Background: an optimization exercise with open tools, aiming at small area, a short achievable clock period and few clock cycles. Do not read the settings as production practice. Function was checked by simulation only, so behaviour that the tests miss may differ from the original.

==> inputs of 03-20 <==
==> flow/design.v <==
module alu_cmd_responder #(
   parameter int WIDTH = 32
) (
   input  logic             clk,
   input  logic             rst,
   input  logic             cmd_valid,
   output logic             cmd_ready,
   input  logic [3:0]       cmd_op,
   input  logic [WIDTH-1:0] cmd_p,
   input  logic [WIDTH-1:0] cmd_q,
   output logic             rsp_valid,
   input  logic             rsp_ready,
   output logic [WIDTH-1:0] rsp_result,
   output logic [1:0]       rsp_error,
   output logic             busy
);
   localparam logic [3:0] OP_NOP = 4'b0000;
   localparam logic [3:0] OP_ADD = 4'b0001;
   localparam logic [3:0] OP_MUL = 4'b0010;
   localparam logic [3:0] OP_DIV = 4'b0011;
   localparam logic [3:0] OP_SUB = 4'b0100;
   localparam logic [3:0] OP_CLR = 4'b1100;
   localparam logic [3:0] OP_POW = 4'b1111;
   localparam logic [1:0] ERR_OK  = 2'b00;
   localparam logic [1:0] ERR_OVF = 2'b01;
   localparam logic [1:0] ERR_DIV = 2'b10;
   localparam logic [1:0] ERR_ILL = 2'b11;
   localparam logic [1:0] IMM_ACC  = 2'd0;
   localparam logic [1:0] IMM_ZERO = 2'd1;
   localparam logic [1:0] IMM_ONE  = 2'd2;
   localparam logic [1:0] IMM_P    = 2'd3;
   function automatic logic [31:0] sqInit(input logic [31:0] r);
      sqInit = {r[30:8], 1'b0, r[7:0]};
   endfunction
   function automatic logic [31:0] sqNext(input logic [31:0] x);
      sqNext = {x[23:17], 1'b0, x[16:9], 16'd0};
   endfunction
   logic        bsy;         
   logic        v1;          
   logic        kSub, kMul, kDiv, kPow, kImm;
   logic [1:0]  immSel;
   logic [1:0]  immErr;
   logic [31:0] P1;
   logic [31:0] acc;         
   logic [1:0]  accErr;
   logic        rspV;
   logic [31:0] X;           
   logic [7:0]  D;           
   logic        cin;         
   logic        first;       
   logic        xs;          
   logic        ovf;
   logic [1:0]  k;           
   logic [4:0]  i;           
   logic        cf;          
   logic        phSq;        
   logic [2:0]  nb;          
   logic [3:0]  qs;          
   logic        done;        
   logic        last;        
   logic        lastE;       
   logic        accept;
   logic        free;        
   logic        rdy;
   logic        pZero, pSmall, qBig;
   logic [4:0]  q5;
   logic        dAdd, dSub, dMul, dDiv, dPow, dImm;
   logic [1:0]  dSel, dErr;
   logic [2:0]  dNb;
   logic [3:0]  dQs;
   logic        dLast;
   assign free   = ~rspV | rsp_ready;
   assign rdy    = ~v1 | (lastE & free);
   assign accept = cmd_valid & rdy;
   assign pZero  = (cmd_p == 32'd0);
   assign pSmall = (cmd_p[31:8] == 24'd0);
   assign qBig   = |cmd_q[31:5];
   assign q5     = cmd_q[4:0];
   always_comb begin
      dAdd = 1'b0; dSub = 1'b0; dMul = 1'b0; dDiv = 1'b0; dPow = 1'b0; dImm = 1'b0;
      dSel = IMM_ACC; dErr = ERR_OK;
      case (cmd_op)
         OP_NOP: dImm = 1'b1;
         OP_ADD: dAdd = 1'b1;
         OP_SUB: dSub = 1'b1;
         OP_MUL: dMul = 1'b1;
         OP_DIV: begin
            if (pZero) begin dImm = 1'b1; dErr = ERR_DIV; end
            else dDiv = 1'b1;
         end
         OP_CLR: begin dImm = 1'b1; dSel = IMM_ZERO; end
         OP_POW: begin
            if (qBig) begin dImm = 1'b1; dErr = ERR_ILL; end
            else if (q5 == 5'd0) begin dImm = 1'b1; dSel = IMM_ONE; end
            else if (q5 == 5'd1) begin dImm = 1'b1; dSel = IMM_P; end
            else dPow = 1'b1;
         end
         default: begin dImm = 1'b1; dErr = ERR_ILL; end
      endcase
      if (q5[4])      begin dNb = 3'd4; dQs = q5[3:0]; end
      else if (q5[3]) begin dNb = 3'd3; dQs = {q5[2:0], 1'b0}; end
      else if (q5[2]) begin dNb = 3'd2; dQs = {q5[1:0], 2'b0}; end
      else            begin dNb = 3'd1; dQs = {q5[0], 3'b0}; end
      dLast = dImm | dAdd | dSub | (dMul & pSmall)
            | (dPow & (q5 == 5'd2) & (cmd_p[15:8] == 8'd0));
   end
   logic        go;
   logic        sqMode;
   logic [31:0] sIn;
   logic [39:0] full;
   logic        mOvf;
   logic [3:0]  dnz;
   logic        restZero, restZero2;
   logic        finalMul;
   logic        nextSq;
   logic        borrow;
   logic        aLtP;
   logic [31:0] remIn;
   logic [32:0] tA, tB;
   logic        qA, qB;
   logic [31:0] remA, remB, quo2;
   logic        sk16, sk4;
   assign go = v1 & free;
   assign sqMode = kPow & phSq;
   assign sIn    = first ? 32'd0 : acc;
   assign full   = {8'd0, sIn} + X * D + {39'd0, cin};
   assign mOvf   = ovf | (|full[39:32]) | (xs & (|D));
   always_comb begin
      for (int j = 0; j < 4; j++) dnz[j] = |P1[8*j +: 8];
      if (sqMode) begin
         restZero  = k[0] | (X[16:9] == 8'd0);
         restZero2 = 1'b1;
      end else begin
         restZero  = ~|(dnz & (4'hE << k));
         restZero2 = ~|(dnz & (4'hC << k)) | (k == 2'd3);
      end
   end
   assign finalMul = kMul | ((nb == 3'd1) & (~phSq | ~qs[3]));
   assign nextSq   = ~(phSq & qs[3]);
   assign borrow = ~full[32];
   assign aLtP   = acc < P1;
   assign lastE  = last | (kDiv & cf & aLtP);
   assign remIn = cf ? 32'd0 : acc;
   assign tA    = {remIn, X[31]} - {1'b0, P1};
   assign qA    = ~tA[32];
   assign remA  = qA ? tA[31:0] : {remIn[30:0], X[31]};
   assign tB    = {remA, X[30]} - {1'b0, P1};
   assign qB    = ~tB[32];
   assign remB  = qB ? tB[31:0] : {remA[30:0], X[30]};
   assign quo2  = {X[29:0], qA, qB};
   assign sk16  = (i > 5'd8) & (remIn[31:16] == 16'd0) & ({remIn[15:0], X[31:16]} < P1);
   assign sk4   = (i > 5'd2) & (remIn[31:28] == 4'd0) & ({remIn[27:0], X[31:28]} < P1);
   logic        fin;
   logic [31:0] resVal;
   logic [1:0]  resErr;
   assign fin = go & lastE;
   always_comb begin
      resVal = acc;
      resErr = ERR_OK;
      if (done) begin
         resVal = acc;
         resErr = (kMul | kPow) ? {1'b0, ovf} : ERR_OK;
      end else if (kImm) begin
         case (immSel)
            IMM_ACC:  resVal = acc;
            IMM_ZERO: resVal = 32'd0;
            IMM_ONE:  resVal = 32'd1;
            default:  resVal = P1;
         endcase
         resErr = immErr;
      end else if (kSub) begin
         resVal = full[31:0];
         resErr = {1'b0, borrow};
      end else if (kDiv) begin
         resVal = cf ? 32'd0 : quo2;
      end else begin
         resVal = full[31:0];
         resErr = {1'b0, mOvf};
      end
   end
   logic v1N, rspVN, lastN;
   logic [31:0] accN;
   assign v1N   = accept ? 1'b1 : (fin ? 1'b0 : v1);
   assign rspVN = fin | (rspV & ~rsp_ready);
   always_comb begin
      accN = acc;
      if (fin) accN = resVal;
      else if (go & ~done) begin
         if (kMul | kPow) begin
            accN = full[31:0];
         end else if (kDiv) begin
            if (cf & aLtP) accN = 32'd0;
            else if (sk16) accN = {remIn[15:0], X[31:16]};
            else if (sk4) accN = {remIn[27:0], X[31:28]};
            else accN = remB;
         end
      end
   end
   always_comb begin
      lastN = last;
      if (accept) lastN = dLast;
      else if (go & ~fin) begin
         if (kMul | kPow) begin
            lastN = finalMul & restZero2;
            if (restZero) begin
               if (finalMul) lastN = 1'b1;
               else if (~nextSq) lastN = (nb == 3'd1) & (P1[31:8] == 24'd0);
               else lastN = (nb == 3'd2) & ~qs[2] & (full[15:8] == 8'd0);
            end
         end else begin
            if (cf & aLtP) lastN = 1'b1;
            else if (sk16) lastN = (i == 5'd9);
            else if (sk4) lastN = (i == 5'd3);
            else lastN = (i == 5'd2);
         end
      end
   end
   always_ff @(posedge clk or posedge rst) begin
      if (rst) begin
         bsy  <= 1'b0;
         v1   <= 1'b0;
         rspV <= 1'b0;
         acc  <= 32'd0;
      end else begin
         bsy  <= v1N | rspVN;
         v1   <= v1N;
         rspV <= rspVN;
         acc  <= accN;
      end
   end
   always_ff @(posedge clk) begin
      if (fin) accErr <= resErr;
   end
   always_ff @(posedge clk) begin
      if (rdy) begin
         P1     <= cmd_p;
         kSub   <= dSub;
         kMul   <= dMul;
         kDiv   <= dDiv;
         kPow   <= dPow;
         kImm   <= dImm;
         immSel <= dSel;
         immErr <= dErr;
      end
   end
   always_ff @(posedge clk) begin
      last <= lastN;
      if (accept) begin
         cf    <= 1'b1;
         k     <= 2'd0;
         i     <= 5'd16;
         done  <= 1'b0;
         phSq  <= 1'b1;
         nb    <= dNb;
         qs    <= dQs;
         xs    <= 1'b0;
         cin   <= dSub;
         first <= dMul | dPow;
         ovf   <= dPow & (|cmd_p[31:16]);
         if (dAdd) X <= cmd_p;
         else if (dSub) X <= ~cmd_p;
         else if (dPow) X <= sqInit(cmd_p);
         else X <= accN;
         if (dMul | dPow) D <= cmd_p[7:0];
         else D <= 8'd1;
      end else if (go & ~fin) begin
         cf <= 1'b0;
         if (kMul | kPow) begin
            ovf   <= mOvf;
            first <= 1'b0;
            if (~restZero) begin
               X  <= sqMode ? sqNext(X) : {X[23:0], 8'd0};
               xs <= xs | (~sqMode & (|X[31:24]));
               D  <= sqMode ? X[16:9] : P1[8*(k+1) +: 8];
               k  <= k + 2'd1;
            end else begin
               first <= 1'b1;
               xs    <= 1'b0;
               k     <= 2'd0;
               if (finalMul) begin
                  done <= 1'b1;
               end else if (~nextSq) begin
                  phSq <= 1'b0;
                  X    <= full[31:0];
                  D    <= P1[7:0];
               end else begin
                  phSq <= 1'b1;
                  nb   <= nb - 3'd1;
                  qs   <= {qs[2:0], 1'b0};
                  X    <= sqInit(full[31:0]);
                  D    <= full[7:0];
                  ovf  <= mOvf | (|full[31:16]);
               end
            end
         end else begin
            if (cf & aLtP) begin
               done <= 1'b1;
            end else if (sk16) begin
               X <= {X[15:0], 16'd0};
               i <= i - 5'd8;
            end else if (sk4) begin
               X <= {X[27:0], 4'd0};
               i <= i - 5'd2;
            end else begin
               X <= quo2;
               i <= i - 5'd1;
            end
         end
      end
   end
   assign cmd_ready  = rdy;
   assign busy       = bsy;
   assign rsp_valid  = rspV;
   assign rsp_result = acc;
   assign rsp_error  = accErr;
endmodule
==> flow/run.sh <==
#!/bin/bash
# synth_recipe.tcl (not shown) runs the flow's synth.tcl, then flattens the netlist and writes it again
# the make line also repeats each setting of config.mk as NAME=value (left out here)
make -C /OpenROAD-flow-scripts/flow DESIGN_CONFIG=/design/flow/config.mk WORK_HOME=/design/flow/orfs CLKGATE_MAP_FILE= SYNTH_SCRIPT=/design/flow/synth_recipe.tcl finish
==> flow/config.mk <==
export PLATFORM = sky130hd
export DESIGN_NAME = alu_cmd_responder
export DESIGN_NICKNAME = alu_cmd_responder
export VERILOG_FILES = /design/flow/design.v
export SDC_FILE = /design/flow/constraint.sdc
export NUM_CORES = 4
export LEC_CHECK = 0
export CAP_MARGIN = 20
export CORE_MARGIN = 2
export CORE_UTILIZATION = 40
export PLACE_DENSITY = 0.6
export SETUP_SLACK_MARGIN = 5
export SLEW_MARGIN = 20
==> flow/constraint.sdc <==
create_clock -name core_clock -period 11.0 [get_ports {clk}]
set_input_delay 2.2000 -clock core_clock [delete_from_list [all_inputs] [get_ports {clk}]]
set_output_delay 2.2000 -clock core_clock [all_outputs]
set_load 0.01 [all_outputs]
==> inputs of 06-02, as changes to 03-20 <==
--- a/flow/design.v
+++ b/flow/design.v
@@ -141,9 +141,9 @@
    assign aLtP   = acc < P1;
    assign lastE  = last | (kDiv & cf & aLtP);
    assign remIn = cf ? 32'd0 : acc;
-   assign tA    = {remIn, X[31]} - {1'b0, P1};
+   assign tA    = {acc, X[31]} - {1'b0, P1};
    assign qA    = ~tA[32];
-   assign remA  = qA ? tA[31:0] : {remIn[30:0], X[31]};
+   assign remA  = qA ? tA[31:0] : {acc[30:0], X[31]};
    assign tB    = {remA, X[30]} - {1'b0, P1};
    assign qB    = ~tB[32];
    assign remB  = qB ? tB[31:0] : {remA[30:0], X[30]};
@@ -182,20 +182,67 @@
    logic [31:0] accN;
    assign v1N   = accept ? 1'b1 : (fin ? 1'b0 : v1);
    assign rspVN = fin | (rspV & ~rsp_ready);
+   logic        aFull, aRem, aQuo;
+   logic [31:0] accE;
+   assign aFull = (fin & ~done & ~kImm & ~kDiv) | (go & ~fin & ~done & (kMul | kPow));
+   assign aRem  = go & ~fin & ~done & kDiv & ~cf & ~sk16 & ~sk4;
+   assign aQuo  = fin & ~done & kDiv & ~cf;
    always_comb begin
-      accN = acc;
-      if (fin) accN = resVal;
-      else if (go & ~done) begin
+      accE = acc;
+      if (fin) begin
+         if (~done & kImm) begin
+            case (immSel)
+               IMM_ACC:  accE = acc;
+               IMM_ZERO: accE = 32'd0;
+               IMM_ONE:  accE = 32'd1;
+               default:  accE = P1;
+            endcase
+         end else if (~done & kDiv) begin
+            accE = 32'd0;
+         end
+      end else if (go & ~done & kDiv) begin
+         if (sk16) accE = {remIn[15:0], X[31:16]};
+         else if (sk4) accE = {remIn[27:0], X[31:28]};
+         else accE = 32'd0;
+      end
+   end
+   logic aOth;
+   assign aOth = ~aFull & ~aRem & ~aQuo;
+   assign accN = ({32{aFull}} & full[31:0])
+               | ({32{aRem & qB}} & tB[31:0])
+               | ({32{aRem & ~qB}} & {remA[30:0], X[30]})
+               | ({32{aQuo}} & quo2)
+               | ({32{aOth}} & accE);
+   logic        xFromAcc, xFull, xSqi, xQuo;
+   logic [31:0] xE, xN;
+   assign xFromAcc = ~(dAdd | dSub | dPow);
+   assign xFull = accept ? (xFromAcc & aFull)
+                         : (go & ~fin & (kMul | kPow) & restZero & ~finalMul);
+   assign xSqi  = ~accept & nextSq;
+   assign xQuo  = accept ? (xFromAcc & aQuo)
+                         : (go & ~fin & ~done & kDiv & ~cf & ~sk16 & ~sk4);
+   always_comb begin
+      xE = X;
+      if (accept) begin
+         if (dAdd) xE = cmd_p;
+         else if (dSub) xE = ~cmd_p;
+         else if (dPow) xE = sqInit(cmd_p);
+         else xE = accE;
+      end else if (go & ~fin) begin
          if (kMul | kPow) begin
-            accN = full[31:0];
-         end else if (kDiv) begin
-            if (cf & aLtP) accN = 32'd0;
-            else if (sk16) accN = {remIn[15:0], X[31:16]};
-            else if (sk4) accN = {remIn[27:0], X[31:28]};
-            else accN = remB;
+            if (~restZero) xE = sqMode ? sqNext(X) : {X[23:0], 8'd0};
+         end else if (~done) begin
+            if (sk16) xE = {X[15:0], 16'd0};
+            else if (sk4) xE = {X[27:0], 4'd0};
          end
       end
    end
+   logic xOth;
+   assign xOth = ~xFull & ~xQuo;
+   assign xN = ({32{xFull & xSqi}} & sqInit(full[31:0]))
+             | ({32{xFull & ~xSqi}} & full[31:0])
+             | ({32{xQuo}} & quo2)
+             | ({32{xOth}} & xE);
    always_comb begin
       lastN = last;
       if (accept) lastN = dLast;
@@ -211,6 +258,7 @@
             if (cf & aLtP) lastN = 1'b1;
             else if (sk16) lastN = (i == 5'd9);
             else if (sk4) lastN = (i == 5'd3);
+            else if (cf) lastN = 1'b0;
             else lastN = (i == 5'd2);
          end
       end
@@ -228,8 +276,18 @@
          acc  <= accN;
       end
    end
+   logic eLate;
+   logic hiNZ;
+   logic [1:0] accErrN;
+   assign eLate = fin & ~done & ~kImm & ~kDiv;
+   assign hiNZ  = |full[39:32];
+   always_comb begin
+      accErrN = accErr;
+      if (eLate) accErrN = {1'b0, kSub ? ~full[32] : (ovf | (xs & (|D)) | hiNZ)};
+      else if (fin) accErrN = resErr;
+   end
    always_ff @(posedge clk) begin
-      if (fin) accErr <= resErr;
+      accErr <= accErrN;
    end
    always_ff @(posedge clk) begin
       if (rdy) begin
@@ -245,6 +303,7 @@
    end
    always_ff @(posedge clk) begin
       last <= lastN;
+      X    <= xN;
       if (accept) begin
          cf    <= 1'b1;
          k     <= 2'd0;
@@ -257,10 +316,6 @@
          cin   <= dSub;
          first <= dMul | dPow;
          ovf   <= dPow & (|cmd_p[31:16]);
-         if (dAdd) X <= cmd_p;
-         else if (dSub) X <= ~cmd_p;
-         else if (dPow) X <= sqInit(cmd_p);
-         else X <= accN;
          if (dMul | dPow) D <= cmd_p[7:0];
          else D <= 8'd1;
       end else if (go & ~fin) begin
@@ -269,7 +324,6 @@
             ovf   <= mOvf;
             first <= 1'b0;
             if (~restZero) begin
-               X  <= sqMode ? sqNext(X) : {X[23:0], 8'd0};
                xs <= xs | (~sqMode & (|X[31:24]));
                D  <= sqMode ? X[16:9] : P1[8*(k+1) +: 8];
                k  <= k + 2'd1;
@@ -281,13 +335,11 @@
                   done <= 1'b1;
                end else if (~nextSq) begin
                   phSq <= 1'b0;
-                  X    <= full[31:0];
                   D    <= P1[7:0];
                end else begin
                   phSq <= 1'b1;
                   nb   <= nb - 3'd1;
                   qs   <= {qs[2:0], 1'b0};
-                  X    <= sqInit(full[31:0]);
                   D    <= full[7:0];
                   ovf  <= mOvf | (|full[31:16]);
                end
@@ -296,13 +348,10 @@
             if (cf & aLtP) begin
                done <= 1'b1;
             end else if (sk16) begin
-               X <= {X[15:0], 16'd0};
                i <= i - 5'd8;
             end else if (sk4) begin
-               X <= {X[27:0], 4'd0};
                i <= i - 5'd2;
-            end else begin
-               X <= quo2;
+            end else if (~cf) begin
                i <= i - 5'd1;
             end
          end
--- a/flow/config.mk
+++ b/flow/config.mk
@@ -7,7 +7,7 @@
 export LEC_CHECK = 0
 export CAP_MARGIN = 20
 export CORE_MARGIN = 2
-export CORE_UTILIZATION = 40
-export PLACE_DENSITY = 0.6
+export CORE_UTILIZATION = 45
+export PLACE_DENSITY = 0.62
 export SETUP_SLACK_MARGIN = 5
 export SLEW_MARGIN = 20
==> inputs of 11-04, as changes to 03-20 <==
--- a/flow/design.v
+++ b/flow/design.v
@@ -141,9 +141,9 @@
    assign aLtP   = acc < P1;
    assign lastE  = last | (kDiv & cf & aLtP);
    assign remIn = cf ? 32'd0 : acc;
-   assign tA    = {remIn, X[31]} - {1'b0, P1};
+   assign tA    = {acc, X[31]} - {1'b0, P1};
    assign qA    = ~tA[32];
-   assign remA  = qA ? tA[31:0] : {remIn[30:0], X[31]};
+   assign remA  = qA ? tA[31:0] : {acc[30:0], X[31]};
    assign tB    = {remA, X[30]} - {1'b0, P1};
    assign qB    = ~tB[32];
    assign remB  = qB ? tB[31:0] : {remA[30:0], X[30]};
@@ -182,21 +182,67 @@
    logic [31:0] accN;
    assign v1N   = accept ? 1'b1 : (fin ? 1'b0 : v1);
    assign rspVN = fin | (rspV & ~rsp_ready);
+   logic        aFull, aRem, aQuo;
+   logic [31:0] accE;
+   assign aFull = (fin & ~done & ~kImm & ~kDiv) | (go & ~fin & ~done & (kMul | kPow));
+   assign aRem  = go & ~fin & ~done & kDiv & ~cf & ~sk16 & ~sk4;
+   assign aQuo  = fin & ~done & kDiv & ~cf;
    always_comb begin
-      accN = acc;
-      if (fin) accN = resVal;
-      else if (go & ~done) begin
+      accE = acc;
+      if (fin) begin
+         if (~done & kImm) begin
+            case (immSel)
+               IMM_ACC:  accE = acc;
+               IMM_ZERO: accE = 32'd0;
+               IMM_ONE:  accE = 32'd1;
+               default:  accE = P1;
+            endcase
+         end else if (~done & kDiv) begin
+            accE = 32'd0;
+         end
+      end else if (go & ~done & kDiv) begin
+         if (sk16) accE = {remIn[15:0], X[31:16]};
+         else if (sk4) accE = {remIn[27:0], X[31:28]};
+         else accE = 32'd0;
+      end
+   end
+   logic aOth;
+   assign aOth = ~aFull & ~aRem & ~aQuo;
+   assign accN = ({32{aFull}} & full[31:0])
+               | ({32{aRem & qB}} & tB[31:0])
+               | ({32{aRem & ~qB}} & {remA[30:0], X[30]})
+               | ({32{aQuo}} & quo2)
+               | ({32{aOth}} & accE);
+   logic        xFromAcc, xFull, xSqi, xQuo;
+   logic [31:0] xE, xN;
+   assign xFromAcc = ~(dAdd | dSub | dPow);
+   assign xFull = accept ? (xFromAcc & aFull)
+                         : (go & ~fin & (kMul | kPow) & restZero & ~finalMul);
+   assign xSqi  = ~accept & nextSq;
+   assign xQuo  = accept ? (xFromAcc & aQuo)
+                         : (go & ~fin & ~done & kDiv & ~cf & ~sk16 & ~sk4);
+   always_comb begin
+      xE = X;
+      if (accept) begin
+         if (dAdd) xE = cmd_p;
+         else if (dSub) xE = ~cmd_p;
+         else if (dPow) xE = sqInit(cmd_p);
+         else xE = accE;
+      end else if (go & ~fin) begin
          if (kMul | kPow) begin
-            accN = full[31:0];
-         end else if (kDiv) begin
-            if (cf & aLtP) accN = 32'd0;
-            else if (sk16) accN = {remIn[15:0], X[31:16]};
-            else if (sk4) accN = {remIn[27:0], X[31:28]};
-            else accN = remB;
+            if (~restZero) xE = sqMode ? sqNext(X) : {X[23:0], 8'd0};
+         end else if (~done) begin
+            if (sk16) xE = {X[15:0], 16'd0};
+            else if (sk4) xE = {X[27:0], 4'd0};
          end
       end
    end
    always_comb begin
+      if (xFull) xN = xSqi ? sqInit(full[31:0]) : full[31:0];
+      else if (xQuo) xN = quo2;
+      else xN = xE;
+   end
+   always_comb begin
       lastN = last;
       if (accept) lastN = dLast;
       else if (go & ~fin) begin
@@ -211,6 +257,7 @@
             if (cf & aLtP) lastN = 1'b1;
             else if (sk16) lastN = (i == 5'd9);
             else if (sk4) lastN = (i == 5'd3);
+            else if (cf) lastN = 1'b0;
             else lastN = (i == 5'd2);
          end
       end
@@ -245,6 +292,7 @@
    end
    always_ff @(posedge clk) begin
       last <= lastN;
+      X    <= xN;
       if (accept) begin
          cf    <= 1'b1;
          k     <= 2'd0;
@@ -257,10 +305,6 @@
          cin   <= dSub;
          first <= dMul | dPow;
          ovf   <= dPow & (|cmd_p[31:16]);
-         if (dAdd) X <= cmd_p;
-         else if (dSub) X <= ~cmd_p;
-         else if (dPow) X <= sqInit(cmd_p);
-         else X <= accN;
          if (dMul | dPow) D <= cmd_p[7:0];
          else D <= 8'd1;
       end else if (go & ~fin) begin
@@ -269,7 +313,6 @@
             ovf   <= mOvf;
             first <= 1'b0;
             if (~restZero) begin
-               X  <= sqMode ? sqNext(X) : {X[23:0], 8'd0};
                xs <= xs | (~sqMode & (|X[31:24]));
                D  <= sqMode ? X[16:9] : P1[8*(k+1) +: 8];
                k  <= k + 2'd1;
@@ -281,13 +324,11 @@
                   done <= 1'b1;
                end else if (~nextSq) begin
                   phSq <= 1'b0;
-                  X    <= full[31:0];
                   D    <= P1[7:0];
                end else begin
                   phSq <= 1'b1;
                   nb   <= nb - 3'd1;
                   qs   <= {qs[2:0], 1'b0};
-                  X    <= sqInit(full[31:0]);
                   D    <= full[7:0];
                   ovf  <= mOvf | (|full[31:16]);
                end
@@ -296,13 +337,10 @@
             if (cf & aLtP) begin
                done <= 1'b1;
             end else if (sk16) begin
-               X <= {X[15:0], 16'd0};
                i <= i - 5'd8;
             end else if (sk4) begin
-               X <= {X[27:0], 4'd0};
                i <= i - 5'd2;
-            end else begin
-               X <= quo2;
+            end else if (~cf) begin
                i <= i - 5'd1;
             end
          end
==> impl_metrics.toml <==
[critical_path]
ff2ff_path_depth = 26
worstSetupStartpoint = "P1[0]"

[timing]
min_period_ns = 6.650
timing.final.crit_share_pct = 60.46

[layout]
fin_cells = 4665
regArea_sq_um = 3933
multi_input_area_share_pct = 67.09
buffer_area_share_pct = 12.96

[yosys]
synth_area_leaders = "fa_1 16%, ha_1 10%, edfxtp_1 10%"

[routing]
routedWlPerCell_um = 30.30

[grt]
gr-usage-met3_pct = 15.61

[placement]
dp_cells = 4335
place_congestion = 1.046

[status]
outcome = "complete, no violations"
-- figures above: 03-20

==> impl_metrics.toml <==
[yosys]
synth_area_leaders = "fa_1 17%, ha_1 11%, edfxtp_1 11%"

[routing]
routedWlPerCell_um = 28.21

[placement]
place_congestion = 1.041

[layout]
multi_input_area_share_pct = 67.84

[status]
outcome = "complete, no violations"

[timing]
timing.final.crit_share_pct = 56.60

[critical_path]
ff2ff_path_depth = 14
-- figures above: 11-04

==> impl_metrics.toml <==
[grt]
gr-usage-met3_pct = 9.859
grt_pass1_wl_um = 177600

[yosys]
synth_area_leaders = "fa_1 17%, ha_1 11%, edfxtp_1 7.2%"

[layout]
buffer_area_share_pct = 8.976
regArea_sq_um = 3623
largest_class = "multi-input combinational cells"

[timing]
min_period_ns = 6.320
timing.final.crit_share_pct = 57.45
worst_hold_slack_ns = 0.4444

[status]
outcome = "complete, no violations"

[placement]
place_congestion = 1.016
dp_cells = 3965

[critical_path]
worstSetupStartpoint = "cmd_op[2]"
-- figures above: 06-02

Testbench counts of 03-20, summed over its fixed seeds: cycles 8,794.
Testbench counts of 06-02, summed over its fixed seeds: cycles 8,808.
Testbench counts of 11-04, summed over its fixed seeds: cycles 8,808.

-- afterwards: timing with drivers on the ports --
Ports are ideal in the flow. The routed layouts listed here were re-timed in OpenROAD.
Step 1 assumes that a clkbuf_16 drives the clock port and a buf_2 every other input.
Step 2 also shifts input and output timing later by t, the mid clock arrival at the registers, as if the neighbouring blocks saw the same clock.
a / b / c = ideal ports / drivers / drivers and shift; a / b = the first two.
run	t (ns)	setup slack, ns	worst setup path after step 2
03-20	0.525	4.350 / 4.350 / 4.350	register to register
06-02	0.532	4.680 / 4.700 / 4.168	input to register
11-04	0.543	4.774 / 4.774 / 4.383	input to register
After both steps every run listed still meets setup and hold. For 06-02, which loses most, drivers alone change the setup slack by +0.020 ns; drivers and shift together by -0.512 ns.
